From an optimization exercise on the open Yosys and OpenROAD flow, aimed at small area; shortcuts taken in it are not production practice.
In this exercise RTL edits were held to simulation tests only and were not proved equivalent to the original.
Power figures rest on the tool's default switching activity, not on a simulated workload. The flow treats the clock pin as an ideal source, which a real chip does not have.

==> tundra <==
==> flow/design.v <==
package tetris_pkg;
    typedef logic [2:0]  color_code_t;
    typedef logic [23:0] rgb_t;
    function automatic rgb_t PALETTE(input color_code_t code);
        case (code)
            3'd0:    PALETTE = 24'h000000;    
            3'd1:    PALETTE = 24'h00FFFF;    
            3'd2:    PALETTE = 24'hFFFF00;    
            3'd3:    PALETTE = 24'h800080;    
            3'd4:    PALETTE = 24'h00FF00;    
            3'd5:    PALETTE = 24'hFF0000;    
            3'd6:    PALETTE = 24'h0000FF;    
            default: PALETTE = 24'hFFA500;    
        endcase
    endfunction
    localparam rgb_t WALL_COLOR  = 24'hCCCCCC;
    localparam rgb_t FLASH_COLOR = 24'hFFFFFF;
    localparam rgb_t GRID_COLOR  = 24'h404040;
    typedef enum logic {IDLE, FLASH} flash_state_t;
    typedef enum logic [1:0] {
        REGION_OUTSIDE,
        REGION_WALL,
        REGION_INTERIOR
    } region_t;
endpackage
module well_flash_ctrl #(
    parameter int WELL_H       = 20,
    parameter int FLASH_FRAMES = 4
) (
    input  logic                      clock,
    input  logic                      reset,
    input  logic                      frame_tick,
    input  logic                      clear_req,
    input  logic [$clog2(WELL_H)-1:0] clear_row,
    output logic                      clear_busy,
    output logic                      clear_done,
    output logic [$clog2(WELL_H)-1:0] flash_row,
    output logic                      flash_white
);
    logic [1:0] phase;
    logic       start, last;
    assign start = !clear_busy && clear_req && (int'(clear_row) < WELL_H);
    assign last  = clear_busy && frame_tick && (phase == 2'd3);
    always_ff @(posedge clock or posedge reset) begin
        if (reset) begin
            clear_busy <= 1'b0;
            phase      <= 2'd0;
            clear_done <= 1'b0;
        end else begin
            clear_done <= last;
            if (start)
                clear_busy <= 1'b1;
            else if (last)
                clear_busy <= 1'b0;
            if (clear_busy && frame_tick)
                phase <= phase + 2'd1;
        end
    end
    always_ff @(posedge clock) begin
        if (!clear_busy)
            flash_row <= clear_row;
    end
    assign flash_white = clear_busy && !phase[0];
endmodule
module well_renderer #(
    parameter int BLOCK_SIZE   = 20,
    parameter int WELL_W       = 10,
    parameter int WELL_H       = 20,
    parameter int OFF_COL      = 100,
    parameter int OFF_ROW      = 10,
    parameter int FLASH_FRAMES = 4
) (
    input  logic                      clock,
    input  logic                      reset,
    input  logic [10:0]               col,
    input  logic [10:0]               row,
    input  logic                      frame_tick,
    input  logic                      wr_en,
    input  logic [$clog2(WELL_W)-1:0] wr_x,
    input  logic [$clog2(WELL_H)-1:0] wr_y,
    input  logic [2:0]                wr_code,
    input  logic                      board_clr,
    input  logic                      clear_req,
    input  logic [$clog2(WELL_H)-1:0] clear_row,
    output logic                      clear_busy,
    output logic                      clear_done,
    output logic [23:0]               color
);
    localparam int XW = $clog2(WELL_W);
    localparam int YW = $clog2(WELL_H);
    localparam int B  = BLOCK_SIZE;
    localparam int WALL_LEFT  = OFF_COL;
    localparam int INT_LEFT   = OFF_COL + B;
    localparam int INT_RIGHT  = OFF_COL + B * (WELL_W + 1) - 1;
    localparam int WALL_RIGHT = OFF_COL + B * (WELL_W + 2) - 1;
    localparam int WELL_TOP   = OFF_ROW;
    localparam int WELL_BOT   = OFF_ROW + B * WELL_H - 1;
    localparam int FLOOR_BOT  = OFF_ROW + B * (WELL_H + 1) - 1;
    logic          in_frame_cols, in_int_cols, in_well_rows, in_frame_rows;
    logic          int_d, wall_d;
    logic [XW-1:0] bx_d;
    logic [YW-1:0] by_d;
    assign in_frame_cols = (int'(col) >= WALL_LEFT) && (int'(col) <= WALL_RIGHT);
    assign in_int_cols   = (int'(col) >= INT_LEFT)  && (int'(col) <= INT_RIGHT);
    assign in_well_rows  = (int'(row) >= WELL_TOP)  && (int'(row) <= WELL_BOT);
    assign in_frame_rows = (int'(row) >= WELL_TOP)  && (int'(row) <= FLOOR_BOT);
    assign int_d  = in_well_rows && in_int_cols;
    assign wall_d = in_frame_rows && in_frame_cols && !int_d;
    always_comb begin
        bx_d = '0;
        for (int i = 1; i < WELL_W; i++)
            if (int'(col[8:0]) >= INT_LEFT + B * i) bx_d = XW'(i);
        by_d = '0;
        for (int i = 1; i < WELL_H; i++)
            if (int'(row[8:0]) >= WELL_TOP + B * i) by_d = YW'(i);
    end
    logic          int_q, wall_q;
    logic [XW-1:0] bx_q;
    logic [YW-1:0] by_q;
    always_ff @(posedge clock or posedge reset) begin
        if (reset) begin
            int_q  <= 1'b0;
            wall_q <= 1'b0;
        end else begin
            int_q  <= int_d;
            wall_q <= wall_d;
        end
    end
    always_ff @(posedge clock) begin
        bx_q <= bx_d;
        by_q <= by_d;
    end
    logic [2:0]        brd [WELL_H][WELL_W];
    logic [WELL_W-1:0] col_valid;
    logic              wen;
    logic [WELL_W-1:0] col_wr;
    logic [WELL_H-1:0] row_sel;
    assign wen = wr_en && !board_clr && (int'(wr_x) < WELL_W) && (int'(wr_y) < WELL_H);
    always_comb begin
        for (int x = 0; x < WELL_W; x++) col_wr[x]  = wen && (int'(wr_x) == x);
        for (int y = 0; y < WELL_H; y++) row_sel[y] = (int'(wr_y) == y);
    end
    always_ff @(posedge clock or posedge reset) begin
        if (reset)
            col_valid <= '0;
        else if (board_clr)
            col_valid <= '0;
        else
            col_valid <= col_valid | col_wr;
    end
    logic              wr_col_inval;
    logic [WELL_H-1:0] row_en;
    assign wr_col_inval = !col_valid[wr_x];
    always_comb
        for (int y = 0; y < WELL_H; y++) row_en[y] = row_sel[y] || wr_col_inval;
    logic [WELL_W-1:0] col_wr_n;
    logic [2:0]        wr_code_n;
    logic [2:0]        col_code [WELL_W];
    assign col_wr_n  = ~col_wr;
    assign wr_code_n = ~wr_code;
    for (genvar gx = 0; gx < WELL_W; gx++) begin : g_data
        for (genvar gb = 0; gb < 3; gb++) begin : g_bit
            well_nor2 u_d (.a(col_wr_n[gx]), .b(wr_code_n[gb]), .y(col_code[gx][gb]));
        end
    end
    logic              cell_keep [WELL_H][WELL_W];
    logic [2:0]        brd_d     [WELL_H][WELL_W];
    for (genvar gy = 0; gy < WELL_H; gy++) begin : g_cell_y
        for (genvar gx = 0; gx < WELL_W; gx++) begin : g_cell_x
            well_nand2 u_keep (.a(col_wr[gx]), .b(row_en[gy]), .y(cell_keep[gy][gx]));
            for (genvar gb = 0; gb < 3; gb++) begin : g_bit
                well_ao22 u_next (
                    .a (brd[gy][gx][gb]),  .b (cell_keep[gy][gx]),
                    .c (col_code[gx][gb]), .e (row_sel[gy]),
                    .y (brd_d[gy][gx][gb])
                );
            end
        end
    end
    always_ff @(posedge clock) begin
        for (int y = 0; y < WELL_H; y++)
            for (int x = 0; x < WELL_W; x++)
                brd[y][x] <= brd_d[y][x];
    end
    logic [YW-1:0] flash_row;
    logic          flash_white;
    well_flash_ctrl #(
        .WELL_H       (WELL_H),
        .FLASH_FRAMES (FLASH_FRAMES)
    ) u_flash (
        .clock       (clock),
        .reset       (reset),
        .frame_tick  (frame_tick),
        .clear_req   (clear_req),
        .clear_row   (clear_row),
        .clear_busy  (clear_busy),
        .clear_done  (clear_done),
        .flash_row   (flash_row),
        .flash_white (flash_white)
    );
    logic [2:0] cell_code;
    logic       hit;
    logic [3:0] code_d, code_q;
    logic [WELL_W-1:0] col_hot;
    logic [WELL_H-1:0] row_hot;
    logic [WELL_W-1:0] col_rd_n [3];
    always_comb begin
        for (int x = 0; x < WELL_W; x++) col_hot[x] = (int'(bx_q) == x) && col_valid[x];
        for (int y = 0; y < WELL_H; y++) row_hot[y] = (int'(by_q) == y);
    end
    for (genvar gx = 0; gx < WELL_W; gx++) begin : g_col
        for (genvar gb = 0; gb < 3; gb++) begin : g_bit
            logic [WELL_H-1:0] d;
            always_comb
                for (int y = 0; y < WELL_H; y++) d[y] = brd[y][gx][gb];
            well_rd_col u_rd (
                .d     (d),
                .sel   (row_hot),
                .en    (col_hot[gx]),
                .q_n   (col_rd_n[gb][gx])
            );
        end
    end
    always_comb
        for (int b = 0; b < 3; b++) cell_code[b] = !(&col_rd_n[b]);
    assign hit = flash_white && (by_q == flash_row);
    always_comb begin
        code_d = '0;
        if (int_q) code_d = hit ? 4'b1111 : {1'b0, cell_code};
        else if (wall_q) code_d = 4'b1000;
    end
    always_ff @(posedge clock) code_q <= code_d;
    always_comb begin
        if (code_q[3])
            color = code_q[0] ? tetris_pkg::FLASH_COLOR : tetris_pkg::WALL_COLOR;
        else
            color = tetris_pkg::PALETTE(code_q[2:0]);
    end
endmodule
module well_rd_col (
    input  logic [19:0] d,
    input  logic [19:0] sel,
    input  logic        en,
    output logic        q_n
);
    logic [6:0] g_n;      
    logic       p0, p1;   
    for (genvar i = 0; i < 6; i++) begin : g_aoi
        well_aoi222 u_aoi (
            .a (d[3*i]),   .b (sel[3*i]),
            .c (d[3*i+1]), .e (sel[3*i+1]),
            .f (d[3*i+2]), .g (sel[3*i+2]),
            .y (g_n[i])
        );
    end
    well_aoi22 u_aoi_last (.a(d[18]), .b(sel[18]), .c(d[19]), .e(sel[19]), .y(g_n[6]));
    well_nand4 u_n0 (.a(g_n[0]), .b(g_n[1]), .c(g_n[2]), .e(g_n[3]), .y(p0));
    well_nand3 u_n1 (.a(g_n[4]), .b(g_n[5]), .c(g_n[6]), .y(p1));
    well_oai21 u_o  (.a(p0), .b(p1), .c(en), .y(q_n));
endmodule
module well_aoi222 (input logic a, b, c, e, f, g, output logic y);
    assign y = !((a && b) || (c && e) || (f && g));
endmodule
module well_aoi22 (input logic a, b, c, e, output logic y);
    assign y = !((a && b) || (c && e));
endmodule
module well_nand4 (input logic a, b, c, e, output logic y);
    assign y = !(a && b && c && e);
endmodule
module well_nor2 (input logic a, b, output logic y);
    assign y = !(a || b);
endmodule
module well_nand2 (input logic a, b, output logic y);
    assign y = !(a && b);
endmodule
module well_ao22 (input logic a, b, c, e, output logic y);
    assign y = (a && b) || (c && e);
endmodule
module well_nand3 (input logic a, b, c, output logic y);
    assign y = !(a && b && c);
endmodule
module well_oai21 (input logic a, b, c, output logic y);
    assign y = !((a || b) && c);
endmodule
==> flow/flow/run.sh <==
#!/bin/bash
# Layout flow: the standard ORFS flow (standard.sh, unchanged synthesis)
# with these changes to the layout steps:
#  - ports are buffered with the smallest buffer (buf_1) instead of the
#    default choice;
#  - clock tree: larger sink clusters and no dummy loads;
#  - after synthesis, combinational cells get their smallest drive strength
#    (flow/downsize.tcl, run at the end of the synth_odb step; its report is
#    in orfs/logs/.../1_synth.log).
# Each make step writes its own logs under orfs/logs; the make output itself
# goes to standard.log here.
set -euo pipefail
export BUFFER_PORTS_ARGS="-buffer_cell sky130_fd_sc_hd__buf_1"
export CTS_ARGS="-sink_clustering_enable -repair_clock_nets -sink_clustering_size 30 -sink_clustering_max_diameter 120 -dont_use_dummy_load"
export POST_SYNTH_TCL="$PWD/flow/downsize.tcl"
bash standard.sh > standard.log 2>&1
==> flow/flow/downsize.tcl <==
# Sourced at the end of ORFS's synth_odb step (POST_SYNTH_TCL): give every
# combinational cell the smallest-area drive strength of its family. ABC sizes
# cells up for its own assumed loads; the later repair steps (repair_design,
# repair_timing) size up again wherever the layout needs it.
set db [ord::get_db]
set block [ord::get_db_block]
set best [dict create]
foreach lib [$db getLibs] {
  foreach m [$lib getMasters] {
    set n [$m getName]
    if {![regexp {^(sky130_fd_sc_hd__[a-z0-9]+)_([0-9]+)$} $n -> base drive]} { continue }
    set a [expr {[$m getWidth] * [$m getHeight]}]
    if {![dict exists $best $base] || $a < [lindex [dict get $best $base] 0]} {
      dict set best $base [list $a $m]
    }
  }
}
set dont_use [split $::env(DONT_USE_CELLS)]
set n_swapped 0
foreach inst [$block getInsts] {
  set m [$inst getMaster]
  set n [$m getName]
  if {![regexp {^(sky130_fd_sc_hd__[a-z0-9]+)_([0-9]+)$} $n -> base drive]} { continue }
  if {[regexp {__(df|edf|sdf|sedf|dl|clk|conb|tap|fill|decap|diode|lpflow|probe)} $base]} { continue }
  if {![dict exists $best $base]} { continue }
  set nm [lindex [dict get $best $base] 1]
  if {$nm eq $m} { continue }
  if {[$nm getWidth] * [$nm getHeight] >= [$m getWidth] * [$m getHeight]} { continue }
  if {[lsearch -exact $dont_use [$nm getName]] >= 0} { continue }
  puts "downsize: [$inst getName] $n -> [$nm getName]"
  $inst swapMaster $nm
  incr n_swapped
}
puts "downsize: $n_swapped cells swapped"
==> flow/standard.sh <==
#!/bin/bash
# synth_recipe.tcl (not shown) runs the flow's synth.tcl, then flattens the netlist and writes it again
# the make line also repeats each setting of config.mk as NAME=value (left out here)
make -C /OpenROAD-flow-scripts/flow DESIGN_CONFIG=/design/flow/config.mk WORK_HOME=/design/flow/orfs CLKGATE_MAP_FILE= SYNTH_SCRIPT=/design/flow/synth_recipe.tcl "${@:-finish}"
==> flow/config.mk <==
export PLATFORM = sky130hd
export DESIGN_NAME = well_renderer
export DESIGN_NICKNAME = well_renderer
export VERILOG_FILES = /design/flow/design.v
export SDC_FILE = /design/flow/constraint.sdc
export NUM_CORES = 4
export LEC_CHECK = 0
export CAP_MARGIN = 0
export CORE_MARGIN = 2
export CORE_UTILIZATION = 60
export SLEW_MARGIN = 0
export SYNTH_HIERARCHICAL = 1
==> flow/constraint.sdc <==
create_clock -name core_clock -period 8.0 [get_ports {clock}]
set_input_delay 1.6000 -clock core_clock [delete_from_list [all_inputs] [get_ports {clock}]]
set_output_delay 1.6000 -clock core_clock [all_outputs]
set_load 0.01 [all_outputs]
==> nickel (differences from tundra) <==
--- a/flow/design.v
+++ b/flow/design.v
@@ -151,15 +151,15 @@
     logic              wr_col_inval;
     logic [WELL_H-1:0] row_en;
+    logic [2:0]        row_data [WELL_H];
     assign wr_col_inval = !col_valid[wr_x];
     always_comb
         for (int y = 0; y < WELL_H; y++) row_en[y] = row_sel[y] || wr_col_inval;
-    logic [WELL_W-1:0] col_wr_n;
+    logic [WELL_H-1:0] row_sel_n;
     logic [2:0]        wr_code_n;
-    logic [2:0]        col_code [WELL_W];
-    assign col_wr_n  = ~col_wr;
+    assign row_sel_n = ~row_sel;
     assign wr_code_n = ~wr_code;
-    for (genvar gx = 0; gx < WELL_W; gx++) begin : g_data
+    for (genvar gy = 0; gy < WELL_H; gy++) begin : g_data
         for (genvar gb = 0; gb < 3; gb++) begin : g_bit
-            well_nor2 u_d (.a(col_wr_n[gx]), .b(wr_code_n[gb]), .y(col_code[gx][gb]));
+            well_nor2 u_d (.a(row_sel_n[gy]), .b(wr_code_n[gb]), .y(row_data[gy][gb]));
         end
     end
@@ -171,6 +171,6 @@
             for (genvar gb = 0; gb < 3; gb++) begin : g_bit
                 well_ao22 u_next (
-                    .a (brd[gy][gx][gb]),  .b (cell_keep[gy][gx]),
-                    .c (col_code[gx][gb]), .e (row_sel[gy]),
+                    .a (brd[gy][gx][gb]), .b (cell_keep[gy][gx]),
+                    .c (col_wr[gx]),      .e (row_data[gy][gb]),
                     .y (brd_d[gy][gx][gb])
                 );
--- a/flow/flow/run.sh
+++ b/flow/flow/run.sh
@@ -12,5 +12,5 @@
 set -euo pipefail
 export BUFFER_PORTS_ARGS="-buffer_cell sky130_fd_sc_hd__buf_1"
-export CTS_ARGS="-sink_clustering_enable -repair_clock_nets -sink_clustering_size 30 -sink_clustering_max_diameter 120 -dont_use_dummy_load"
+export CTS_ARGS="-sink_clustering_enable -repair_clock_nets -sink_clustering_size 32 -sink_clustering_max_diameter 80 -dont_use_dummy_load"
 export POST_SYNTH_TCL="$PWD/flow/downsize.tcl"
 bash standard.sh > standard.log 2>&1
--- a/flow/config.mk
+++ b/flow/config.mk
@@ -8,5 +8,5 @@
 export CAP_MARGIN = 0
 export CORE_MARGIN = 2
-export CORE_UTILIZATION = 60
+export CORE_UTILIZATION = 70
 export SLEW_MARGIN = 0
 export SYNTH_HIERARCHICAL = 1
==> yarrow (differences from tundra) <==
--- a/flow/design.v
+++ b/flow/design.v
@@ -151,15 +151,15 @@
     logic              wr_col_inval;
     logic [WELL_H-1:0] row_en;
+    logic [2:0]        row_data [WELL_H];
     assign wr_col_inval = !col_valid[wr_x];
     always_comb
         for (int y = 0; y < WELL_H; y++) row_en[y] = row_sel[y] || wr_col_inval;
-    logic [WELL_W-1:0] col_wr_n;
+    logic [WELL_H-1:0] row_sel_n;
     logic [2:0]        wr_code_n;
-    logic [2:0]        col_code [WELL_W];
-    assign col_wr_n  = ~col_wr;
+    assign row_sel_n = ~row_sel;
     assign wr_code_n = ~wr_code;
-    for (genvar gx = 0; gx < WELL_W; gx++) begin : g_data
+    for (genvar gy = 0; gy < WELL_H; gy++) begin : g_data
         for (genvar gb = 0; gb < 3; gb++) begin : g_bit
-            well_nor2 u_d (.a(col_wr_n[gx]), .b(wr_code_n[gb]), .y(col_code[gx][gb]));
+            well_nor2 u_d (.a(row_sel_n[gy]), .b(wr_code_n[gb]), .y(row_data[gy][gb]));
         end
     end
@@ -171,6 +171,6 @@
             for (genvar gb = 0; gb < 3; gb++) begin : g_bit
                 well_ao22 u_next (
-                    .a (brd[gy][gx][gb]),  .b (cell_keep[gy][gx]),
-                    .c (col_code[gx][gb]), .e (row_sel[gy]),
+                    .a (brd[gy][gx][gb]), .b (cell_keep[gy][gx]),
+                    .c (col_wr[gx]),      .e (row_data[gy][gb]),
                     .y (brd_d[gy][gx][gb])
                 );
--- a/flow/config.mk
+++ b/flow/config.mk
@@ -6,7 +6,9 @@
 export NUM_CORES = 4
 export LEC_CHECK = 0
-export CAP_MARGIN = 0
+export CAP_MARGIN = 20
 export CORE_MARGIN = 2
-export CORE_UTILIZATION = 60
-export SLEW_MARGIN = 0
+export CORE_UTILIZATION = 40
+export CTS_CLUSTER_DIAMETER = 120
+export CTS_CLUSTER_SIZE = 30
+export SLEW_MARGIN = 20
 export SYNTH_HIERARCHICAL = 1
==> fjord (differences from tundra) <==
--- a/flow/design.v
+++ b/flow/design.v
@@ -151,15 +151,15 @@
     logic              wr_col_inval;
     logic [WELL_H-1:0] row_en;
+    logic [2:0]        row_data [WELL_H];
     assign wr_col_inval = !col_valid[wr_x];
     always_comb
         for (int y = 0; y < WELL_H; y++) row_en[y] = row_sel[y] || wr_col_inval;
-    logic [WELL_W-1:0] col_wr_n;
+    logic [WELL_H-1:0] row_sel_n;
     logic [2:0]        wr_code_n;
-    logic [2:0]        col_code [WELL_W];
-    assign col_wr_n  = ~col_wr;
+    assign row_sel_n = ~row_sel;
     assign wr_code_n = ~wr_code;
-    for (genvar gx = 0; gx < WELL_W; gx++) begin : g_data
+    for (genvar gy = 0; gy < WELL_H; gy++) begin : g_data
         for (genvar gb = 0; gb < 3; gb++) begin : g_bit
-            well_nor2 u_d (.a(col_wr_n[gx]), .b(wr_code_n[gb]), .y(col_code[gx][gb]));
+            well_nor2 u_d (.a(row_sel_n[gy]), .b(wr_code_n[gb]), .y(row_data[gy][gb]));
         end
     end
@@ -171,6 +171,6 @@
             for (genvar gb = 0; gb < 3; gb++) begin : g_bit
                 well_ao22 u_next (
-                    .a (brd[gy][gx][gb]),  .b (cell_keep[gy][gx]),
-                    .c (col_code[gx][gb]), .e (row_sel[gy]),
+                    .a (brd[gy][gx][gb]), .b (cell_keep[gy][gx]),
+                    .c (col_wr[gx]),      .e (row_data[gy][gb]),
                     .y (brd_d[gy][gx][gb])
                 );
--- a/flow/config.mk
+++ b/flow/config.mk
@@ -6,7 +6,7 @@
 export NUM_CORES = 4
 export LEC_CHECK = 0
-export CAP_MARGIN = 0
+export CAP_MARGIN = 20
 export CORE_MARGIN = 2
 export CORE_UTILIZATION = 60
-export SLEW_MARGIN = 0
+export SLEW_MARGIN = 20
 export SYNTH_HIERARCHICAL = 1
==> impl_results.html <==
<table>
<tr><th>Metric</th><th>Value</th></tr>
<tr><th colspan="2">Yosys</th></tr>
<tr><td>Leading post-synthesis cells by instance count</td><td>sky130_fd_sc_hd__dfxtp_1, sky130_fd_sc_hd__a22o_1, sky130_fd_sc_hd__nand2_1</td></tr>
<tr><td>Share of synthesized area occupied by flip-flops and latches</td><td>0.5412</td></tr>
<tr><th colspan="2">Layout</th></tr>
<tr><td>Multi-input logic cell count</td><td>1,457</td></tr>
<tr><td>Buffers excl. clock</td><td>90</td></tr>
<tr><th colspan="2">Power and ir drop</th></tr>
<tr><td>IR Drop Worst-Case VDD</td><td>0.2124 mV</td></tr>
<tr><td>Combinational fraction of design power</td><td>0.047</td></tr>
<tr><th colspan="2">Detailed routing</th></tr>
<tr><td>Routed WL</td><td>76,180 um</td></tr>
<tr><td>WL/cell</td><td>28.46 um</td></tr>
<tr><th colspan="2">Critical path</th></tr>
<tr><td>CP Capture Type</td><td>flop</td></tr>
<tr><td>Slack of the worst reg-to-reg path</td><td>4.32 ns</td></tr>
<tr><td>Slowest stage delay, CP</td><td>0.72 ns</td></tr>
<tr><th colspan="2">STA</th></tr>
<tr><td>Final Skew</td><td>0.04141 ns</td></tr>
<tr><th colspan="2">Status</th></tr>
<tr><td>Status</td><td>timing/DRC/antenna clean</td></tr>
<tr><th colspan="2">Place</th></tr>
<tr><td>GPL Wtd Cong</td><td>0.9485</td></tr>
</table>
The numbers above come from nickel.

==> impl_results.html <==
<table>
<tr><th>Metric</th><th>Value</th></tr>
<tr><th colspan="2">Detailed routing</th></tr>
<tr><td>Routed WL</td><td>75,280 um</td></tr>
<tr><td>WL/cell</td><td>27.41 um</td></tr>
<tr><th colspan="2">Place</th></tr>
<tr><td>GPL Wtd Cong</td><td>0.9935</td></tr>
<tr><th colspan="2">Critical path</th></tr>
<tr><td>Slowest stage delay, CP</td><td>0.76 ns</td></tr>
<tr><td>CP Capture Type</td><td>flop</td></tr>
<tr><td>Slack of the worst reg-to-reg path</td><td>4.29 ns</td></tr>
<tr><th colspan="2">STA</th></tr>
<tr><td>Final Skew</td><td>0.06448 ns</td></tr>
<tr><th colspan="2">Power and ir drop</th></tr>
<tr><td>Combinational fraction of design power</td><td>0.048</td></tr>
<tr><td>IR Drop Worst-Case VDD</td><td>0.1768 mV</td></tr>
<tr><th colspan="2">Status</th></tr>
<tr><td>Status</td><td>timing/DRC/antenna clean</td></tr>
<tr><th colspan="2">Layout</th></tr>
<tr><td>Buffers excl. clock</td><td>94</td></tr>
<tr><th colspan="2">Yosys</th></tr>
<tr><td>Share of synthesized area occupied by flip-flops and latches</td><td>0.5412</td></tr>
</table>
The numbers above come from fjord.

==> impl_results.html <==
<table>
<tr><th>Metric</th><th>Value</th></tr>
<tr><th colspan="2">Power and ir drop</th></tr>
<tr><td>Top power group</td><td>registers</td></tr>
<tr><td>IR Drop Worst-Case VDD</td><td>0.1734 mV</td></tr>
<tr><td>Combinational fraction of design power</td><td>0.052</td></tr>
<tr><th colspan="2">Layout</th></tr>
<tr><td>Buffers excl. clock</td><td>132</td></tr>
<tr><td>Multi-input logic cell count</td><td>1,422</td></tr>
<tr><th colspan="2">Critical path</th></tr>
<tr><td>Slack of the worst reg-to-reg path</td><td>4.55 ns</td></tr>
<tr><td>Slowest stage delay, CP</td><td>0.68 ns</td></tr>
<tr><th colspan="2">Place</th></tr>
<tr><td>GPL Wtd Cong</td><td>0.9716</td></tr>
<tr><th colspan="2">STA</th></tr>
<tr><td>Final Skew</td><td>0.1011 ns</td></tr>
<tr><th colspan="2">Yosys</th></tr>
<tr><td>Share of synthesized area occupied by flip-flops and latches</td><td>0.5428</td></tr>
<tr><td>Leading post-synthesis cells by instance count</td><td>sky130_fd_sc_hd__dfxtp_1, sky130_fd_sc_hd__a22o_1, sky130_fd_sc_hd__nand2_1</td></tr>
<tr><th colspan="2">Detailed routing</th></tr>
<tr><td>Routed WL</td><td>78,140 um</td></tr>
<tr><th colspan="2">Status</th></tr>
<tr><td>Status</td><td>timing/DRC/antenna clean</td></tr>
<tr><th colspan="2">Worst hold path</th></tr>
<tr><td>Hold Path Origin</td><td>brd[134][2]</td></tr>
</table>
The numbers above come from tundra.

==> impl_results.html <==
<table>
<tr><th>Metric</th><th>Value</th></tr>
<tr><th colspan="2">Critical path</th></tr>
<tr><td>Slack of the worst reg-to-reg path</td><td>4.42 ns</td></tr>
<tr><td>Slowest stage delay, CP</td><td>0.88 ns</td></tr>
<tr><td>CP Capture Type</td><td>output pin</td></tr>
<tr><td>Combined buffer and inverter count along the critical path</td><td>1</td></tr>
<tr><th colspan="2">STA</th></tr>
<tr><td>Final Skew</td><td>0.08644 ns</td></tr>
<tr><td>Highest clock rate</td><td>0.2130 GHz</td></tr>
<tr><th colspan="2">Status</th></tr>
<tr><td>Status</td><td>timing/DRC/antenna clean</td></tr>
<tr><th colspan="2">Detailed routing</th></tr>
<tr><td>WL/cell</td><td>27.98 um</td></tr>
<tr><td>Routed WL</td><td>83,850 um</td></tr>
<tr><th colspan="2">Yosys</th></tr>
<tr><td>Share of synthesized area occupied by flip-flops and latches</td><td>0.5412</td></tr>
<tr><td>Simple logic cell fraction of the synthesized area</td><td>0.09537</td></tr>
<tr><td>Leading post-synthesis cells by instance count</td><td>sky130_fd_sc_hd__dfxtp_1, sky130_fd_sc_hd__a22o_1, sky130_fd_sc_hd__nand2_1</td></tr>
<tr><th colspan="2">Layout</th></tr>
<tr><td>Buffers excl. clock</td><td>99</td></tr>
<tr><th colspan="2">Power and ir drop</th></tr>
<tr><td>IR Drop Worst-Case VDD</td><td>0.1419 mV</td></tr>
<tr><th colspan="2">Place</th></tr>
<tr><td>GPL Wtd Cong</td><td>0.9236</td></tr>
</table>
The numbers above come from yarrow.

[separate check: timing with driven ports]
Ports are ideal in the flow. The routed layouts listed here were re-timed in OpenROAD. Step 1 assumes that a clkbuf_16 drives the clock port and a buf_2 every other input. Step 2 also shifts input and output timing later by t, the mid clock arrival at the registers, as if the neighbouring blocks saw the same clock. a / b / c = no drivers / after step 1 / after step 2; a / b = the first two.
run	t (ns)	slack for setup (ns)	worst setup path at the end	worst data-port slew with drivers (ns)	cell pins on the clock port's net
tundra	0.612	3.877 / 3.893 / 3.282	input to register	0.05	1
nickel	0.653	4.163 / 4.169 / 3.516	input to register	0.07	1
yarrow	0.644	3.306 / 3.247 / 3.191	input to register	0.11	1
fjord	0.621	4.013 / 4.030 / 3.409	input to register	0.07	1
After both steps every run listed still meets setup and hold. The setup slack of nickel, which loses most, moves by +0.006 ns with the drivers and by -0.647 ns with both steps.
